This is an optimization exercise on Yosys and OpenROAD, whose aim is small area, a short achievable clock period and few clock cycles per item, not a production implementation.
The RTL was checked by simulation tests, not by an equivalence proof against the original design.
Power and IR drop assume default switching activity.

$ cat flow/flow/run.sh
#!/bin/bash
set -euo pipefail
bash standard.sh SETUP_SLACK_MARGIN=6.6 finish > standard.log 2>&1
$ cat flow/standard.sh
#!/bin/bash
# synth_recipe.tcl (not shown) runs the flow's synth.tcl, then flattens the netlist and writes it again
# the make line also repeats each setting of config.mk as NAME=value (left out here)
make -C /OpenROAD-flow-scripts/flow DESIGN_CONFIG=/design/flow/config.mk WORK_HOME=/design/flow/orfs CLKGATE_MAP_FILE= SYNTH_SCRIPT=/design/flow/synth_recipe.tcl "${@:-finish}"
$ cat flow/design.v
`default_nettype none
module screen_reader #(
  parameter int queue_depth = 3                                
) (
  input  logic        clk,
  input  logic        reset,
  input  logic        start,                                   
  input  logic        done,                                    
  input  logic [31:0] frame_base,                              
  output logic [31:0] mem_address,
  output logic        mem_read,
  input  logic        mem_waitrequest,
  output logic        processing,
  output logic        frame_start,                             
  output logic        accept,                                  
  input  logic        wr_accept                                
);
  logic       busy;                                            
  logic [8:0] rd_cnt;                                          
  logic [2:0] occ;                                             
  logic [2:0] occ_next;
  logic       more;                                            
  assign frame_start = start && !busy;
  assign accept      = mem_read && !mem_waitrequest;
  assign occ_next    = occ + 3'(accept) - 3'(wr_accept);
  assign more        = !rd_cnt[8] && !(accept && rd_cnt[7:0] == 8'hff);
  always_ff @(posedge clk) begin
    if (reset) begin
      processing <= 1'b0;
      busy       <= 1'b0;
      mem_read   <= 1'b0;
      rd_cnt     <= 9'h100;
      occ        <= '0;
    end else begin
      occ <= occ_next;
      if (frame_start) begin
        processing <= 1'b1;
        busy       <= 1'b1;
        mem_read   <= 1'b1;
        rd_cnt     <= '0;
      end else begin
        if (done) begin
          processing <= 1'b0;
          busy       <= 1'b0;
        end
        if (accept) rd_cnt <= rd_cnt + 1'b1;
        mem_read <= (mem_read && mem_waitrequest)
                 || (more && occ_next < 3'(queue_depth));
      end
    end
  end
  always_ff @(posedge clk) begin
    if (!busy) mem_address <= frame_base;
    else       mem_address <= mem_address + 32'(accept);
  end
endmodule
`default_nettype wire
`default_nettype none
module pixel_fifo (
  input  logic        clk,
  input  logic        reset,
  input  logic        in_valid,                                
  input  logic [7:0]  in_idx,                                  
  input  logic        take,                                    
  output logic        head_valid,
  output logic [15:0] head_hi,                                 
  output logic [15:0] head_lo                                  
);
  logic       q_valid;                                         
  logic [7:0] q_idx;
  logic       advance;                                         
  logic [7:0] next_idx;
  logic [7:0] head_idx;                                        
  logic [7:0] dec_idx;                                         
  assign advance  = take || !head_valid;
  assign next_idx = q_valid ? q_idx : in_idx;
  always_ff @(posedge clk) begin
    if (reset) begin
      head_valid <= 1'b0;
      q_valid    <= 1'b0;
    end else if (advance) begin
      head_valid <= q_valid || in_valid;
      q_valid    <= q_valid && in_valid;
    end else begin
      if (in_valid) q_valid <= 1'b1;
    end
  end
  always_ff @(posedge clk) begin
    if (in_valid && (q_valid || !advance)) q_idx <= in_idx;
  end
  assign dec_idx = advance ? next_idx : head_idx;
  always_ff @(posedge clk) begin
    if (advance) head_idx <= next_idx;
  end
  always_ff @(posedge clk) begin
    for (int j = 0; j < 16; j++) begin
      head_hi[j] <= (dec_idx[7:4] == 4'(j));
      head_lo[j] <= (dec_idx[3:0] == 4'(j));
    end
  end
endmodule
`default_nettype wire
`default_nettype none
module vga_pixel_writer (
  input  logic        clk,
  input  logic        reset,
  input  logic        start,                                   
  input  logic        head_valid,                              
  input  logic [15:0] head_hi,                                 
  input  logic [15:0] head_lo,                                 
  output logic        load,                                    
  input  logic        palette_write,
  input  logic [7:0]  palette_index,
  input  logic [23:0] palette_rgb,                             
  output logic [31:0] vga_address,
  output logic        vga_write,
  input  logic        vga_waitrequest,
  output logic [15:0] vga_writedata,                           
  output logic        accept,                                  
  output logic        done
);
  localparam int n_grp = 85;                                   
  logic [255:0] sel;                                           
  logic [15:0]  grp_n [n_grp];                                 
  logic [15:0]  last;                                          
  logic [15:0]  pix;                                           
  logic [7:0]   wr_n;                                          
  logic [15:0]  held;                                          
  logic         pw_en;                                         
  logic [7:0]   pw_idx;
  logic [15:0]  pw_rgb;
  always_ff @(posedge clk) begin
    pw_en  <= palette_write;
    pw_idx <= palette_index;
    pw_rgb <= {palette_rgb[23:19], palette_rgb[15:10], palette_rgb[7:3]};
  end
  always_comb begin
    for (int i = 0; i < 256; i++) sel[i] = head_hi[i / 16] && head_lo[i % 16];
  end
  for (genvar k = 0; k < n_grp; k++) begin : g_grp
    palette_group u_grp (
      .clk   (clk),
      .we    ({pw_en && pw_idx == 8'(3*k + 2), pw_en && pw_idx == 8'(3*k + 1),
               pw_en && pw_idx == 8'(3*k)}),
      .wdata (pw_rgb),
      .s     (sel[3*k + 2 : 3*k]),
      .y_n   (grp_n[k])
    );
  end
  always_ff @(posedge clk) begin
    if (pw_en && pw_idx == 8'hff) last <= pw_rgb;
  end
  always_comb begin
    pix = {16{sel[255]}} & last;
    for (int k = 0; k < n_grp; k++) pix = pix | ~grp_n[k];
  end
  assign accept = vga_write && !vga_waitrequest;
  assign load   = !vga_write || !vga_waitrequest;
  assign vga_address = 32'h0800_0000 | (32'(wr_n[7:5]) << 10) | (32'(wr_n[4:0]) << 1);
  always_ff @(posedge clk) begin
    if (reset)     vga_write <= 1'b0;
    else if (load) vga_write <= head_valid;
  end
  always_ff @(posedge clk) begin
    if (load && head_valid) held <= pix;
  end
  always_ff @(posedge clk) begin
    vga_writedata <= load ? pix : held;
  end
  always_ff @(posedge clk) begin
    if (start) wr_n <= '0;
    else       wr_n <= wr_n + 8'(accept);
  end
  always_ff @(posedge clk) begin
    if (reset) done <= 1'b0;
    else       done <= accept && wr_n == 8'hff;
  end
endmodule
module palette_group (
  input  logic        clk,
  input  logic [2:0]  we,                                      
  input  logic [15:0] wdata,
  input  logic [2:0]  s,                                       
  output logic [15:0] y_n                                      
);
  logic [15:0] ent0;
  logic [15:0] ent1;
  logic [15:0] ent2;
  always_ff @(posedge clk) begin
    if (we[0]) ent0 <= wdata;
  end
  always_ff @(posedge clk) begin
    if (we[1]) ent1 <= wdata;
  end
  always_ff @(posedge clk) begin
    if (we[2]) ent2 <= wdata;
  end
  assign y_n = ~(({16{s[0]}} & ent0) | ({16{s[1]}} & ent1) | ({16{s[2]}} & ent2));
endmodule
`default_nettype wire
`default_nettype none
module framebuffer_update_top (
  input  logic                         clk,
  input  logic                         reset,
  input  logic                         start,
  input  logic [31:0]                  frame_base,             
  input  logic                         palette_write,
  input  logic [7:0]                   palette_index,
  input  logic [23:0]                  palette_rgb,
  output logic [31:0]                  mem_address,
  output logic                         mem_read,
  input  logic                         mem_waitrequest,
  input  logic [7:0]                   mem_readdata,
  output logic [31:0]                  vga_address,
  output logic                         vga_write,
  input  logic                         vga_waitrequest,
  output logic [15:0]                  vga_writedata,          
  output logic                         processing,
  output logic                         done
);
  localparam int queue_depth = 3;                              
  logic        frame_start;
  logic        rd_accept;                                      
  logic        wr_accept;                                      
  logic        load;                                           
  logic        head_valid;                                     
  logic [15:0] head_hi;                                        
  logic [15:0] head_lo;                                        
  screen_reader #(.queue_depth(queue_depth)) u_reader (
    .clk             (clk),
    .reset           (reset),
    .start           (start),
    .done            (done),
    .frame_base      (frame_base),
    .mem_address     (mem_address),
    .mem_read        (mem_read),
    .mem_waitrequest (mem_waitrequest),
    .processing      (processing),
    .frame_start     (frame_start),
    .accept          (rd_accept),
    .wr_accept       (wr_accept)
  );
  pixel_fifo u_fifo (
    .clk        (clk),
    .reset      (reset),
    .in_valid   (rd_accept),
    .in_idx     (mem_readdata),
    .take       (load),
    .head_valid (head_valid),
    .head_hi    (head_hi),
    .head_lo    (head_lo)
  );
  vga_pixel_writer u_writer (
    .clk             (clk),
    .reset           (reset),
    .start           (frame_start),
    .head_valid      (head_valid),
    .head_hi         (head_hi),
    .head_lo         (head_lo),
    .load            (load),
    .palette_write   (palette_write),
    .palette_index   (palette_index),
    .palette_rgb     (palette_rgb),
    .vga_address     (vga_address),
    .vga_write       (vga_write),
    .vga_waitrequest (vga_waitrequest),
    .vga_writedata   (vga_writedata),
    .accept          (wr_accept),
    .done            (done)
  );
endmodule
`default_nettype wire
$ cat flow/config.mk
export PLATFORM = sky130hd
export DESIGN_NAME = framebuffer_update_top
export DESIGN_NICKNAME = framebuffer_update_top
export VERILOG_FILES = /design/flow/design.v
export SDC_FILE = /design/flow/constraint.sdc
export NUM_CORES = 4
export LEC_CHECK = 0
export CAP_MARGIN = 20
export CORE_MARGIN = 2
export CORE_UTILIZATION = 45
export CTS_CLUSTER_DIAMETER = 127
export CTS_CLUSTER_SIZE = 24
export SETUP_SLACK_MARGIN = 5
export SLEW_MARGIN = 20
export SYNTH_HIERARCHICAL = 1
export SYNTH_MEMORY_MAX_BITS = 16384
$ cat flow/constraint.sdc
create_clock -name core_clock -period 10.0 [get_ports {clk}]
set_input_delay 2.0000 -clock core_clock [delete_from_list [all_inputs] [get_ports {clk}]]
set_output_delay 2.0000 -clock core_clock [all_outputs]
set_load 0.01 [all_outputs]
==> impl_metrics.yaml, run 1 <==
status:
  status: "complete, no violations"
sta:
  clock_skew_ns: 0.0807
  maxSlewHeadroom: 0.119
  rsz0062_at_grt: "true"
  slew_violations: 0
  hold-worst-slack_ns: 0.477
  setup_violations: 0
  timing.fmax_mhz: 283
  worstMarginPinSlew_ns: 1.32
  tns_ns: 0
  fin_crit_ns: 3.54
  finalWorstSetupSlack_ns: 6.46
  hold_viol_final: 0
  period_share: 0.354
worst_setup_path:
  startpoint_type: "flip-flop"
  crit_path_cell_trace: "buf_4 > and2_2 > a222oi_1 > nand4_1 > nor4_4 > nand4_1 > buf_4 > nand3b_1"
  worst-path-buf-inv: 2
  cpLargestDelayFamily: "simple AND/OR/NAND/NOR gates"
  cp_data_arrival_time_ns: 4.22
  critical_path_class: "flip-flop to flip-flop"
  critPathMaxStageDelay_ns: 0.67
  endpoint_kind: "flip-flop"
  cp_max_fo: 16
  crit_slowest_cell: "a222oi_1"
  cp.required_ns: 10.68
finish:
  mostFrequentLayoutCell: "edfxtp_1"
  area_delta_synth_final_pct: 9.59
  drive_above_1_share: 0.134
  fillers: 26700
  final_nets: 7895
  layout_common_cells: "edfxtp_1 (4120), a222oi_1 (1360), buf_4 (424)"
yosys:
  post_synth_num_cell_types: 56
  synth_top_cell_area_share: 0.818
  synth.largest_area_cell: "edfxtp_1"
  syn_avg_cell_area_um2: 20.5
  yosys_warnings: 11
  ys_ff_latch: 4259
  netlist_area_mm2: 0.151
  synth_edf_count: 4120
  synth_ff_type: "edfxtp_1"
  synth_area_leaders: "edfxtp_1 (82%), a222oi_1 (9.0%), dfxtp_1 (1.8%)"
  netlist_instances: 7370
  synthArstFlopShare: 0
  ys_seq_area_frac: 0.837
clock_tree:
  cts.sinks: 4259
  cts_buffer_depth: 4
  cts_tree: "done"
  root_buffer: "clkbuf_16"
  clk_latency_ns: 0.96
  cts_buffers: 199
  holdBufCountCts: 0
  htreeDepth: 4
  cts.reportedPaths.clkPinSlew_ns: 0.10
global_route:
  grt_overflow: 0
  grt_max_degree: 203
  grt_pass1_vias: 76600
  grt_pass1_wl_mm: 569
  grt_usage: 0.234
  grt_antenna_before_repair: 32
worst_hold_path:
  hold_class: "flip-flop to flip-flop"
place:
  gp_congestion: 0.888
  place_hpwl_mm: 249
  pre_cts_ws_ns: 4.53
  io_buffers: 129
route:
  dr.pass1.iters: 13
  dr_total_vias: 81600
  initialDrtViolationCount: 17300
  vias_per_cell: 6.62
  avgRoutedWirePerCell_um: 33.5
  drt-total-wl_mm: 413
  drcViolationCount: 0
  drtAntennaViolNets: 0
pwr:
  p_leak_uw: 0.0504
  peakVddDrop_mv: 0.145
  p_per_area_mw_per_mm2: 179
floorplanning:
  rows: 212
  start_util: 0.453
  die_h_um: 584
  die_area_mm2: 0.341
  io_pins: 162
  die_w_um: 584
  core_mm2: 0.334
run:
  drv_cap: 0
==> per-module statistics from Yosys, one instance, submodules excluded, excerpt <==
module,copies in the design,area (µm²),cells
palette_group,85,1630,67
pixel_fifo,1,1670,116
vga_pixel_writer,1,8750,1287
==> layout make-up <==
cell class	instances	area, µm²	area share
inverters	17	73.8	0.000446
flip-flops and latches	4259	127000	0.765
repair buffers	584	5050	0.0305
clock inverters	10	125	0.000755
multi-input cells	2748	22700	0.137
clock buffers	289	5400	0.0326
diodes	31	77.6	0.000468
well taps	4387	5490	0.0331
==> path summary, 6_finish.rpt <==
path / slack [ns] / cells past startpoint / from / to
min: 0.48 / 1 / u_writer.held[14]$_DFFE_PP_ / u_writer.vga_writedata[14]$_DFF_P_
max: 6.46 / 8 / u_fifo.head_hi[2]$_DFF_P_ / u_writer.held[15]$_DFFE_PP_
max reg2reg: 6.46 / 8 / u_fifo.head_hi[2]$_DFF_P_ / u_writer.held[15]$_DFFE_PP_
min reg2reg: 0.48 / 1 / u_writer.held[14]$_DFFE_PP_ / u_writer.vga_writedata[14]$_DFF_P_
==> logic make-up (layout without fill, tap and decap cells) <==
logic type	after synthesis	after routing	share of synthesized area
XOR/XNOR	27	27	0.00156
multiplexers	19	19	0.00210
buffers and inverters	385	900	0.0197
AO/OA/AOI/OAI	1452	1452	0.0942
AND/OR/NAND/NOR	1218	1218	0.0449
flip-flops	4259	4259	0.837
adder cells (fa/ha/maj)	8	8	0.000712
other	2	55	0.0000497
==> repair_timing <==
| action | CTS | global route |
|---|---|---|
| buffers inserted | 72 | 10 |
| setup endpoints to repair | 287 | 169 |
| gates resized for setup | 549 | 83 |
| pin swaps | 77 | 57 |
==> report_power, final <==
part	total, µW	leakage, µW	internal, µW	switching, µW
Sequential	19700	0.0382	19600	127
Clock	9020	0.00266	3780	5240
Combinational	917	0.00953	263	655
==> registers in the layout, indices dropped and copies added (netlist names), 3 cells and up <==
name and cells:
u_writer.pw_idx 8, u_reader.occ 3, u_reader.mem_address 32, u_writer.g_grp.u_grp.ent1 1360, u_fifo.head_idx 8, u_reader.rd_cnt 9
u_writer.last 16, u_fifo.head_hi 16, u_writer.g_grp.u_grp.ent2 1360, u_fifo.head_lo 16, u_writer.pw_rgb 16, u_writer.held 16
u_writer.wr_n 8, u_writer.g_grp.u_grp.ent0 1360, u_fifo.q_idx 8, u_writer.vga_writedata 16
==> per-stage QoR <==
stage	utilization	total power (µW)	cells	area, µm²
6_report	0.496	29700	12300	166000
2_1_floorplan	-	20400	7392	151000
3_3_place_gp	0.474	20900	11900	158000
3_5_place_dp	0.474	21000	11900	158000
5_1_grt	0.496	30400	12300	166000
4_1_cts	0.494	29800	12300	165000
==> Yosys cell counts, types with 9 or more instances <==
cell type	instances
edfxtp_1	4120
a222oi_1	1360
nand4_1	353
nor2_1	301
and2_1	256
buf_6	173
dfxtp_1	139
nor4_1	112
buf_2	103
clkbuf_1	63
nand3_1	54
nand2_1	52
buf_4	25
a21oi_1	20
xor2_1	19
a31oi_1	18
nand3b_1	17
a311oi_1	16
o22a_1	16
o21ai_0	11
nor2b_1	10
or4_1	10
inv_1	9
o31ai_1	9
==> routing by layer <==
metal | share of wire | GRT usage | vias to the layer above
met4 | 0.035 | 0.0754 | 6
met3 | 0.11 | 0.0419 | 525
li1 | - | - | 33700
met2 | 0.47 | 0.366 | 5006
met1 | 0.39 | 0.333 | 42300
met5 | 0.000099 | 0 | -
Testbench counts, summed over its fixed seeds: cycles 8,320, items 8,192.
==> run 2: changes to the inputs <==
==> flow/flow/run.sh (replaced) <==
#!/bin/bash
set -euo pipefail
bash standard.sh SETUP_SLACK_MARGIN=6.7 finish > standard.log 2>&1
--- a/flow/config.mk
+++ b/flow/config.mk
@@ -8,5 +8,5 @@
 export CAP_MARGIN = 20
 export CORE_MARGIN = 2
-export CORE_UTILIZATION = 45
+export CORE_UTILIZATION = 55
 export CTS_CLUSTER_DIAMETER = 127
 export CTS_CLUSTER_SIZE = 24
==> run 2 against run 1 <==
Net effect:
- worst hold slack better by 0.0083 ns
- total power up 0.31%
- clock power up 0.8%
- sequential power about the same
- synthesized area unchanged
- fmax up 1.5%
- largest cell class unchanged
- largest power group unchanged
==> impl_metrics.yaml, run 2 <==
status:
  status: "complete, no violations"
finish:
  drive_above_1_share: 0.144
  layout_common_cells: "edfxtp_1 (4120), a222oi_1 (1360), buf_4 (472)"
  mostFrequentLayoutCell: "edfxtp_1"
  area_delta_synth_final_pct: 9.45
  final_nets: 7953
  reg_top3: "u_writer.g_grp.u_grp.ent0 x1360, u_writer.g_grp.u_grp.ent1 x1360, u_writer.g_grp.u_grp.ent2 x1360"
  post_layout_nonfiller_instances: 11600
  final_core_util: 0.605
yosys:
  yosysMostFrequentCell: "edfxtp_1"
  synth_edf_count: 4120
  synth_compound_area_frac: 0.0942
  synth_top_cell_area_share: 0.818
  netlist_area_mm2: 0.151
  synth_top_family_by_area: "compound AO/OA/AOI/OAI gates"
  synth_area_leaders: "edfxtp_1 (82%), a222oi_1 (9.0%), dfxtp_1 (1.8%)"
  yosys-mux-area-fraction: 0.00210
  netlist_instances: 7370
  yosys-top-cells-count: "edfxtp_1 (4120), a222oi_1 (1360), nand4_1 (353)"
  ys_seq_area_frac: 0.837
  synth_ff_type: "edfxtp_1"
  synthSimpleGateAreaFrac: 0.0449
  synthArstFlopShare: 0
  synthAdderAreaFrac: 0.000712
  synth-xor-area-share: 0.00156
  post_synth_num_cell_types: 56
  synth.largest_area_cell: "edfxtp_1"
  syn_avg_cell_area_um2: 20.5
  yosys_warnings: 11
  ys_ff_latch: 4259
pwr:
  combPwrFrac: 0.031
  p_sw_uw: 6050
  pwr-share-seq: 0.664
  p_per_area_mw_per_mm2: 180
  sw_frac_of_total: 0.203
  p_leak_uw: 0.0509
  peakVddDrop_mv: 0.177
  clock_power_share: 0.305
  p_total_uw: 29800
  intPower_uw: 23700
floorplanning:
  core_mm2: 0.274
  die_area_mm2: 0.279
  die_w_um: 528
  die_h_um: 528
  io_pins: 162
  start_util: 0.552
  rows: 192
worst_setup_path:
  crit_path_cell_trace: "buf_12 > buf_6"
  cp.required_ns: 8.00
  startpoint_type: "flip-flop"
  critPathMaxStageDelay_ns: 0.36
  cp_data_arrival_time_ns: 1.49
  cpLargestDelayFamily: "flip-flops"
  critical_path_class: "flip-flop to output pin"
  regToRegSetupSlack_ns: 6.55
  cp_max_fo: 2
  endpoint_kind: "output pin"
  worst-path-buf-inv: 2
  crit_slowest_cell: "dfxtp_4"
clock_tree:
  clk_latency_ns: 0.93
  cts_buffers: 199
  cts.reportedPaths.clkPinSlew_ns: 0.09
  cts_buffer_depth: 4
  htreeDepth: 4
  root_buffer: "clkbuf_16"
  cts.sinks: 4259
  cts_tree: "done"
sta:
  rsz0062_at_grt: "true"
  clock_skew_ns: 0.0495
  period_share: 0.349
  hold_viol_final: 0
  timing.fmax_mhz: 287
  slew_violations: 0
  worstMarginPinSlew_ns: 1.26
  maxSlewHeadroom: 0.160
  tns_ns: 0
  setup_violations: 0
  fin_crit_ns: 3.49
global_route:
  grt_pass1_wl_mm: 577
  grt_overflow: 0
  grt_antenna_before_repair: 30
  grt_max_degree: 175
  grt_pass1_vias: 77500
  grt_usage: 0.292
route:
  initialDrtViolationCount: 16500
  drt-total-wl_mm: 418
  dr.pass1.iters: 13
  avgRoutedWirePerCell_um: 36.0
  drtAntennaViolNets: 0
  dr_total_vias: 81700
  drcViolationCount: 0
  vias_per_cell: 7.04
place:
  gp_congestion: 0.864
  placedCellCount: 11100
  io_buffers: 129
  place_hpwl_mm: 254
worst_hold_path:
  hold_class: "flip-flop to flip-flop"
run:
  drv_cap: 0
-- run 2: cell counts after synthesis --
No cell type changed its count.
-- run 2: worst register-to-register path, cell delays in order, from the launching register on --
cell	delay, ns
dfxtp_4	0.38
buf_12	0.14
and2_4	0.20
buf_4	0.16
a222oi_1	0.53
nand4_1	0.40
nor4_4	0.78
nand4_1	0.18
buf_4	0.24
nand3b_1	0.17
-- run 2: cell type report --
type	count	area (µm²)
diodes	38	95.1
clock buffers	307	5510
clock inverters	6	75.1
fillers	19400	108000
inverters	17	73.8
multi-input cells	2748	22900
flip-flops and latches	4259	127000
well taps	3589	4490
repair buffers	642	5550
-- run 2: per-layer routing --
layer / track usage / vias up / routed length [µm]
li1: - / 33900 / -
met2: 0.462 / 4814 / 200000
met4: 0.0998 / 12 / 15500
met3: 0.0608 / 587 / 45600
met1: 0.407 / 42400 / 157000
met5: 0 / - / 86
-- run 2: path summary, 6_finish.rpt --
| check | start | to | cells after the start |
|---|---|---|---|
| hold reg to reg | u_writer.held[1]$_DFFE_PP_ | u_writer.vga_writedata[1]$_DFF_P_ | 1 |
| setup reg to reg | u_fifo.head_lo[12]$_DFF_P_ | u_writer.held[3]$_DFFE_PP_ | 9 |
| hold / removal | u_writer.held[1]$_DFFE_PP_ | u_writer.vga_writedata[1]$_DFF_P_ | 1 |
| setup / recovery | u_reader.processing$_SDFFE_PP0P_ | processing | 2 |
-- run 2: through the flow --
stage               hold slack [ns]  cell area (µm²)  worst slack, ns
floorplan                     0.451           151000             6.33
global placement              0.460           157000             4.96
detailed placement            0.466           157000             4.97
CTS                           0.487           165000             6.46
global route                  0.500           165000             6.47
finish                        0.485           165000             6.51
-- run 2: logic make-up after synthesis --
| kind of cell | count (synthesis) |
|---|---|
| buffers and inverters | 385 |
| DFF | 4259 |
| adders and majority gates | 8 |
| other | 2 |
| muxes | 19 |
| and+or+nand+nor | 1218 |
| xor gates and xnor gates | 27 |
| AOI/OAI and AO/OA | 1452 |
-- run 2: Yosys stat by module, one instance, submodules excluded, a selection --
| module | cells inside | cell area, µm² | flip-flops and latches |
|---|---|---|---|
| vga_pixel_writer | 1287 | 8750 | 83 |
| pixel_fifo | 116 | 1670 | 50 |
| palette_group | 67 | 1630 | 48 |
-- run 2: timing repair --
item	4_1_cts	5_1_grt
pin swaps	130	86
buffers inserted	78	48
hold endpoints to repair	0	0
hold buffers	0	0
endpoints found under the setup margin	179	129
gates cloned	2	0
gates resized for setup	654	87
-- run 2: power groups by stage --
stage,sequential [µW],combinational [µW],clock [µW]
floorplan,20200,213,0
detailed placement,20200,806,0
CTS,19800,895,9230
finish,19800,930,9090
global route,19800,958,9790
global placement,20200,785,0
==> run 3: changes to the inputs <==
==> flow/flow/run.sh (replaced) <==
#!/bin/bash
set -euo pipefail
bash standard.sh SETUP_SLACK_MARGIN=6.55 finish > standard.log 2>&1
==> run 3 against run 2 <==
Net effect:
- worst hold slack better by 0.0046 ns
- utilization fell by 0.38 points
- register-to-register slack got worse by 0.09 ns
- die area unchanged
- worst setup slack got worse by 0.058 ns
- combinational power shrank 4.2%
- synthesized area did not move
- via count decreased by 0.49%
- global-route usage down 0.33 points
- total power fell by 0.46%
==> impl_metrics.yaml, run 3 <==
clock_tree:
  cts.reportedPaths.clkPinSlew_ns: 0.11
  cts_tree: "done"
  holdBufCountCts: 0
  cts.sinks: 4259
  clk_latency_ns: 0.93
  root_buffer: "clkbuf_16"
  cts_buffer_depth: 4
  htreeDepth: 4
  cts_buffers: 199
yosys:
  ys_seq_area_frac: 0.837
  synthAdderAreaFrac: 0.000712
  netlist_instances: 7370
  synthArstFlopShare: 0
  post_synth_num_cell_types: 56
  yosys_warnings: 11
  synth_top_family_by_area: "compound AO/OA/AOI/OAI gates"
  yosys-top-cells-count: "edfxtp_1 (4120), a222oi_1 (1360), nand4_1 (353)"
  synth_top_cell_area_share: 0.818
  netlist_area_mm2: 0.151
  synth_compound_area_frac: 0.0942
  synth-xor-area-share: 0.00156
  synth_edf_count: 4120
  synth_area_leaders: "edfxtp_1 (82%), a222oi_1 (9.0%), dfxtp_1 (1.8%)"
  yosys-mux-area-fraction: 0.00210
  ys_ff_latch: 4259
  yosysMostFrequentCell: "edfxtp_1"
  synth.largest_area_cell: "edfxtp_1"
  syn_avg_cell_area_um2: 20.5
  synth_ff_type: "edfxtp_1"
  synthSimpleGateAreaFrac: 0.0449
floorplanning:
  die_h_um: 528
  die_w_um: 528
  core_mm2: 0.274
  start_util: 0.552
  die_area_mm2: 0.279
  io_pins: 162
  rows: 192
place:
  gp_congestion: 0.904
  io_buffers: 129
  pre_cts_ws_ns: 5.02
  place_hpwl_mm: 252
finish:
  drive_above_1_share: 0.134
  final_nets: 7903
  multi_input_area_mm2: 0.0228
  mostFrequentLayoutCell: "edfxtp_1"
  area_delta_synth_final_pct: 8.76
  final-seq-area_mm2: 0.127
  reg_top3: "u_writer.g_grp.u_grp.ent0 x1360, u_writer.g_grp.u_grp.ent1 x1360, u_writer.g_grp.u_grp.ent2 x1360"
  layout_common_cells: "edfxtp_1 (4120), a222oi_1 (1360), buf_4 (439)"
  fillers: 19500
pwr:
  combPwrFrac: 0.030
  sw_frac_of_total: 0.203
  p_per_area_mw_per_mm2: 180
  peakVddDrop_mv: 0.183
  p_sw_uw: 6020
  p_total_uw: 29600
  clock_power_share: 0.304
  intPower_uw: 23600
  p_leak_uw: 0.0504
  pwr-share-seq: 0.666
worst_hold_path:
  hold_depth: 1
  hold_class: "flip-flop to flip-flop"
  hold-path-endpoint: "u_writer.vga_writedata[1]$_DFF_P_"
  hold_start: "u_writer.held[1]$_DFFE_PP_"
run:
  drv_cap: 0
worst_setup_path:
  critical_path_class: "flip-flop to flip-flop"
  cpLargestDelayFamily: "simple AND/OR/NAND/NOR gates"
  worstSetupStartpoint: "u_fifo.head_lo[2]$_DFF_P_"
  worst-path-buf-inv: 3
  crit_path_cell_trace: "buf_8 > and2_4 > buf_4 > a222oi_1 > nand4_1 > nor4_4 > nand4_1 > buf_4 > nand3b_1"
  r2r_end: "u_writer.held[3]$_DFFE_PP_"
  endpoint_kind: "flip-flop"
  critPathMaxStageDelay_ns: 0.71
  cp_data_arrival_time_ns: 4.20
  regToRegSetupSlack_ns: 6.46
  cp_max_fo: 12
  cp.required_ns: 10.66
  r2r_cells: 9
  r2r-start: "u_fifo.head_lo[2]$_DFF_P_"
  startpoint_type: "flip-flop"
  crit_slowest_cell: "nor4_4"
global_route:
  grt_overflow: 0
  grt_pass1_vias: 76700
  grt_antenna_before_repair: 32
  grt_max_degree: 191
  grt_usage: 0.289
  grt_pass1_wl_mm: 573
route:
  initialDrtViolationCount: 16600
  vias_per_cell: 7.05
  dr.pass1.iters: 13
  avgRoutedWirePerCell_um: 35.8
  drt-total-wl_mm: 413
  drcViolationCount: 0
  dr_total_vias: 81300
  drtAntennaViolNets: 0
sta:
  setup_violations: 0
  period_share: 0.354
  hold_viol_final: 0
  finalWorstSetupSlack_ns: 6.46
  timing.fmax_mhz: 282
  rsz0062_at_grt: "true"
  worstMarginPinSlew_ns: 1.34
  maxSlewHeadroom: 0.108
  fin_crit_ns: 3.54
  tns_ns: 0
  slew_violations: 0
  clock_skew_ns: 0.0650
status:
  status: "complete, no violations"
-- run 3: modules after synthesis, one instance, submodules excluded, a selection --
module	flops+latches	cells inside
vga_pixel_writer	83	1287
pixel_fifo	50	116
palette_group	48	67
-- run 3: routing by layer --
layer,vias to the layer above,part of all wire,global-route usage
met4,6,0.036,0.0955
met1,42300,0.39,0.421
met5,-,0.00011,0
met2,4677,0.47,0.452
met3,529,0.10,0.0423
li1,33800,-,-
-- run 3: power groups by stage --
stage | Combinational, µW | Clock [µW] | Sequential (µW)
detailed placement | 792 | 0 | 20200
global route | 923 | 9710 | 19800
floorplan | 213 | 0 | 20200
global placement | 769 | 0 | 20200
CTS | 863 | 9140 | 19800
finish | 891 | 9000 | 19700
-- run 3: cell type report --
cell class | instances | area share
well taps | 3589 | 0.0273
inverters | 17 | 0.000449
clock inverters | 8 | 0.000601
flip-flops and latches | 4259 | 0.771
diodes | 23 | 0.000350
repair buffers | 591 | 0.0292
clock buffers | 290 | 0.0326
multi-input cells | 2749 | 0.139
-- run 3: timing repair --
item | in CTS | in global routing
setup endpoints to repair | 147 | 66
pin swaps | 81 | 36
cloned | 2 | 1
resized for setup | 527 | 54
buffers inserted | 69 | 26
-- run 3: worst max path at each step --
| stage | endpoint | slack [ns] | depth (start not counted) |
|---|---|---|---|
| after global placement | u_reader.mem_address[27]$_DFF_P_ | 5.09 | 7 |
| after global routing | u_writer.held[3]$_DFFE_PP_ | 6.42 | 8 |
| after CTS | u_writer.held[7]$_DFFE_PP_ | 6.44 | 8 |
| after detailed placement | u_reader.mem_address[27]$_DFF_P_ | 5.02 | 7 |
| final | u_writer.held[3]$_DFFE_PP_ | 6.46 | 9 |
| after floorplan | u_reader.mem_address[30]$_DFF_P_ | 6.33 | 9 |
-- run 3: kinds of logic (layout without fill, tap and decap cells) --
logic type               Yosys count  after routing
other                              2             47
adder cells (fa/ha/maj)            8              8
AND/OR/NAND/NOR                 1218           1219
XOR/XNOR                          27             27
AO/OA/AOI/OAI                   1452           1452
flip-flops                      4259           4259
buffers and inverters            385            906
multiplexers                      19             19
-- run 3: stage by stage --
| stage | hold slack, ns | cell area (µm²) | cells | util |
|---|---|---|---|---|
| after detailed placement | 0.467 | 157000 | 11100 | 0.574 |
| after CTS | 0.494 | 164000 | 11500 | 0.599 |
| after floorplan | 0.449 | 151000 | 7392 | - |
| final | 0.490 | 164000 | 11500 | 0.601 |
| after global routing | 0.500 | 164000 | 11500 | 0.601 |
| after global placement | 0.463 | 157000 | 11100 | 0.574 |
==> run 4: changes to the inputs <==
==> flow/flow/run.sh (replaced) <==
#!/bin/bash
set -euo pipefail
bash standard.sh SETUP_SLACK_MARGIN=6.8 finish > standard.log 2>&1
--- a/flow/config.mk
+++ b/flow/config.mk
@@ -8,5 +8,5 @@
 export CAP_MARGIN = 20
 export CORE_MARGIN = 2
-export CORE_UTILIZATION = 55
+export CORE_UTILIZATION = 62
 export CTS_CLUSTER_DIAMETER = 127
 export CTS_CLUSTER_SIZE = 24
==> run 4 against run 3 <==
Net effect:
- still clean
- clock power shrank 1%
- fmax is essentially flat
- non-clock buffer count grew 117
- clock-buffer cell count shrank 8
- highest routed layer unchanged
==> impl_metrics.yaml, run 4 <==
status:
  status: "complete, no violations"
sta:
  hold-worst-slack_ns: 0.481
  tns_ns: 0
  setup_violations: 0
  hold_viol_final: 0
  fin_crit_ns: 3.55
  maxSlewHeadroom: 0.172
  rsz0062_at_grt: "true"
  timing.fmax_mhz: 282
  slew_violations: 0
  finalWorstSetupSlack_ns: 6.45
  clock_skew_ns: 0.0471
  worstMarginPinSlew_ns: 1.24
  period_share: 0.355
clock_tree:
  clk_latency_ns: 0.88
  holdBufCountCts: 0
  root_buffer: "clkbuf_16"
  cts.reportedPaths.clkPinSlew_ns: 0.10
  cts.sinks: 4259
  cts_tree: "done"
  cts_buffers: 195
  htreeDepth: 4
  cts_buffer_depth: 3
place:
  io_buffers: 129
  place_hpwl_mm: 256
  pre_cts_ws_ns: 5.01
  gp_congestion: 0.866
  placedCellCount: 10700
worst_setup_path:
  r2r-start: "u_fifo.head_lo[6]$_DFF_P_"
  critPathMostFrequentCell: "buf_6"
  regToRegSetupSlack_ns: 6.45
  crit_slowest_cell: "nor4_4"
  critPathMaxStageDelay_ns: 0.67
  startpoint_type: "flip-flop"
  endpoint_kind: "flip-flop"
  r2r_end: "u_writer.held[9]$_DFFE_PP_"
  critical_path_class: "flip-flop to flip-flop"
  cp.required_ns: 10.60
  cp_max_fo: 5
  crit_path_cell_trace: "buf_12 > and2_4 > buf_6 > buf_6 > a222oi_1 > nand4_1 > nor4_4 > nand4_1 > buf_6 > nand3b_1"
  r2r_cells: 10
  cp_data_arrival_time_ns: 4.14
finish:
  post_layout_nonfiller_instances: 11300
  layout_common_cells: "edfxtp_1 (4120), a222oi_1 (1360), buf_4 (485)"
  mostFrequentLayoutCell: "edfxtp_1"
  drive_above_1_share: 0.152
  final_nets: 8019
  area_delta_synth_final_pct: 9.79
  reg_top3: "u_writer.g_grp.u_grp.ent0 x1360, u_writer.g_grp.u_grp.ent1 x1360, u_writer.g_grp.u_grp.ent2 x1360"
  fillers: 15500
yosys:
  netlist_area_mm2: 0.151
  synth_ff_type: "edfxtp_1"
  post_synth_num_cell_types: 56
  netlist_instances: 7370
  synth_edf_count: 4120
  synth_area_leaders: "edfxtp_1 (82%), a222oi_1 (9.0%), dfxtp_1 (1.8%)"
  ys_ff_latch: 4259
  syn_avg_cell_area_um2: 20.5
  ys_seq_area_frac: 0.837
  synthArstFlopShare: 0
  synth.largest_area_cell: "edfxtp_1"
  yosysMostFrequentCell: "edfxtp_1"
  synth_top_cell_area_share: 0.818
  yosys_warnings: 11
  yosys-top-cells-count: "edfxtp_1 (4120), a222oi_1 (1360), nand4_1 (353)"
floorplanning:
  die_h_um: 498
  rows: 181
  core_mm2: 0.243
  start_util: 0.623
  die_area_mm2: 0.248
  io_pins: 162
  die_w_um: 498
route:
  drt-total-wl_mm: 422
  drcViolationCount: 0
  vias_per_cell: 7.37
  dr_total_vias: 83000
  dr.pass1.iters: 13
  initialDrtViolationCount: 18000
  avgRoutedWirePerCell_um: 37.4
  drtAntennaViolNets: 0
pwr:
  p_total_uw: 29600
  p_per_area_mw_per_mm2: 178
  p_leak_uw: 0.0514
  peakVddDrop_mv: 0.203
global_route:
  grt_pass1_vias: 77200
  met2_usage: 0.521
  grt_usage: 0.331
  use_met1: 0.483
  grt_max_degree: 182
  use_met3: 0.0564
  top_usage_layer: "met2"
  grt_pass1_wl_mm: 580
  grt_overflow: 0
  grt_antenna_before_repair: 27
worst_hold_path:
  hold_class: "flip-flop to flip-flop"
  hold_start: "u_writer.held[5]$_DFFE_PP_"
  hold_depth: 1
  hold-path-endpoint: "u_writer.vga_writedata[5]$_DFF_P_"
run:
  drv_cap: 0
-- run 4: cell counts after synthesis --
No cell type changed its count.
-- run 4: cell type report --
cell class | count | area [µm²] | area share
Sequential cell | 4259 | 127000 | 0.764
Multi-Input combinational cell | 2752 | 23200 | 0.140
Tap cell | 3202 | 4010 | 0.0241
Clock buffer | 282 | 5330 | 0.0321
Clock inverter | 5 | 51.3 | 0.000309
Timing Repair Buffer | 708 | 6470 | 0.0390
Antenna cell | 35 | 87.6 | 0.000528
Inverter | 17 | 73.8 | 0.000445
-- run 4: how the worst max path moves through the flow --
stage	to	slack (ns)	depth (start not counted)	startpoint
after floorplan	u_reader.mem_address[30]$_DFF_P_	6.33	9	mem_waitrequest
after global placement	u_reader.mem_address[27]$_DFF_P_	5.06	7	mem_waitrequest
after detailed placement	u_reader.mem_address[27]$_DFF_P_	5.01	7	mem_waitrequest
after CTS	u_writer.held[3]$_DFFE_PP_	6.49	8	u_fifo.head_lo[6]$_DFF_P_
after global routing	u_writer.held[9]$_DFFE_PP_	6.48	10	u_fifo.head_lo[6]$_DFF_P_
final	u_writer.held[9]$_DFFE_PP_	6.45	10	u_fifo.head_lo[6]$_DFF_P_
-- run 4: through the flow --
| step | cell area (µm²) | utilization |
|---|---|---|
| 2_1_floorplan | 151000 | - |
| 6_report | 166000 | 0.684 |
| 3_5_place_dp | 157000 | 0.646 |
| 5_1_grt | 166000 | 0.683 |
| 4_1_cts | 165000 | 0.679 |
| 3_3_place_gp | 157000 | 0.646 |
-- run 4: what timing repair did --
action	in CTS	in global routing
cloned	4	1
setup buffers	149	47
pin swaps	166	107
endpoints found under the setup margin	267	139
resized for setup	716	105
endpoints found under the hold margin	0	0
-- run 4: modules after synthesis, one instance, submodules excluded, excerpt --
| module | cells inside | flip-flops and latches | area [µm²] | copies in the design |
|---|---|---|---|---|
| vga_pixel_writer | 1287 | 83 | 8750 | 1 |
| pixel_fifo | 116 | 50 | 1670 | 1 |
| palette_group | 67 | 48 | 1630 | 85 |
-- run 4: logic make-up after synthesis --
| family | share of synthesized area |
|---|---|
| flip-flops | 0.837 |
| AO/OA/AOI/OAI | 0.0942 |
| AND/OR/NAND/NOR | 0.0449 |
| buffers and inverters | 0.0197 |
| XOR/XNOR | 0.00156 |
| multiplexers | 0.00210 |
| adder cells (fa/ha/maj) | 0.000712 |
| other | 0.0000497 |
-- run 4: worst max-delay path: cells and delay by family (launching register included) --
kind | cells | cell delay (ns)
buffers and inverters | 4 | 0.56
AOI/OAI and AO/OA | 1 | 0.65
and+or+nand+nor | 5 | 1.62
DFF | 1 | 0.42
-- run 4: per-layer routing --
metal / vias to the layer above / part of all wire
li1: 34000 / -
met1: 43000 / 0.38
met2: 5444 / 0.48
met3: 563 / 0.11
met4: 2 / 0.034
met5: - / 0.000026
-- run 4: where the power goes --
| part | internal [µW] | switching (µW) |
|---|---|---|
| sequential | 19600 | 127 |
| clock | 3710 | 5160 |
| combinational | 294 | 664 |
| total | 23600 | 5950 |

-- static timing again, ports no longer ideal --
How much do the figures lean on ideal ports? The routed layouts below were timed once more, with nothing changed but the port constraints.
Step 1 assumes that a clkbuf_16 drives the clock port and a buf_2 every other input.
Step 2 adds t to the input delays and takes it off the output delays; t is the mean of the earliest and latest rising clock arrival at the registers after step 1. Input paths then give back, and output paths get back, about the clock's delay inside the block.
Three values: ideal, step 1, step 2; two values: the first two.
| run | t, ns | slack for setup (ns) | hold slack, ns |
|---|---|---|---|
| run 1 | 1.022 | 6.460 / 6.460 / 5.749 | 0.477 / 0.477 / 0.477 |
| run 2 | 1.006 | 6.514 / 6.417 / 5.872 | 0.485 / 0.485 / 0.485 |
| run 3 | 0.997 | 6.456 / 6.428 / 5.721 | 0.490 / 0.490 / 0.490 |
| run 4 | 0.951 | 6.454 / 6.454 / 5.970 | 0.481 / 0.481 / 0.481 |
After both steps setup and hold are still met in every run listed. For run 3, which loses most, drivers alone change the setup slack by -0.028 ns; drivers and shift together by -0.735 ns.
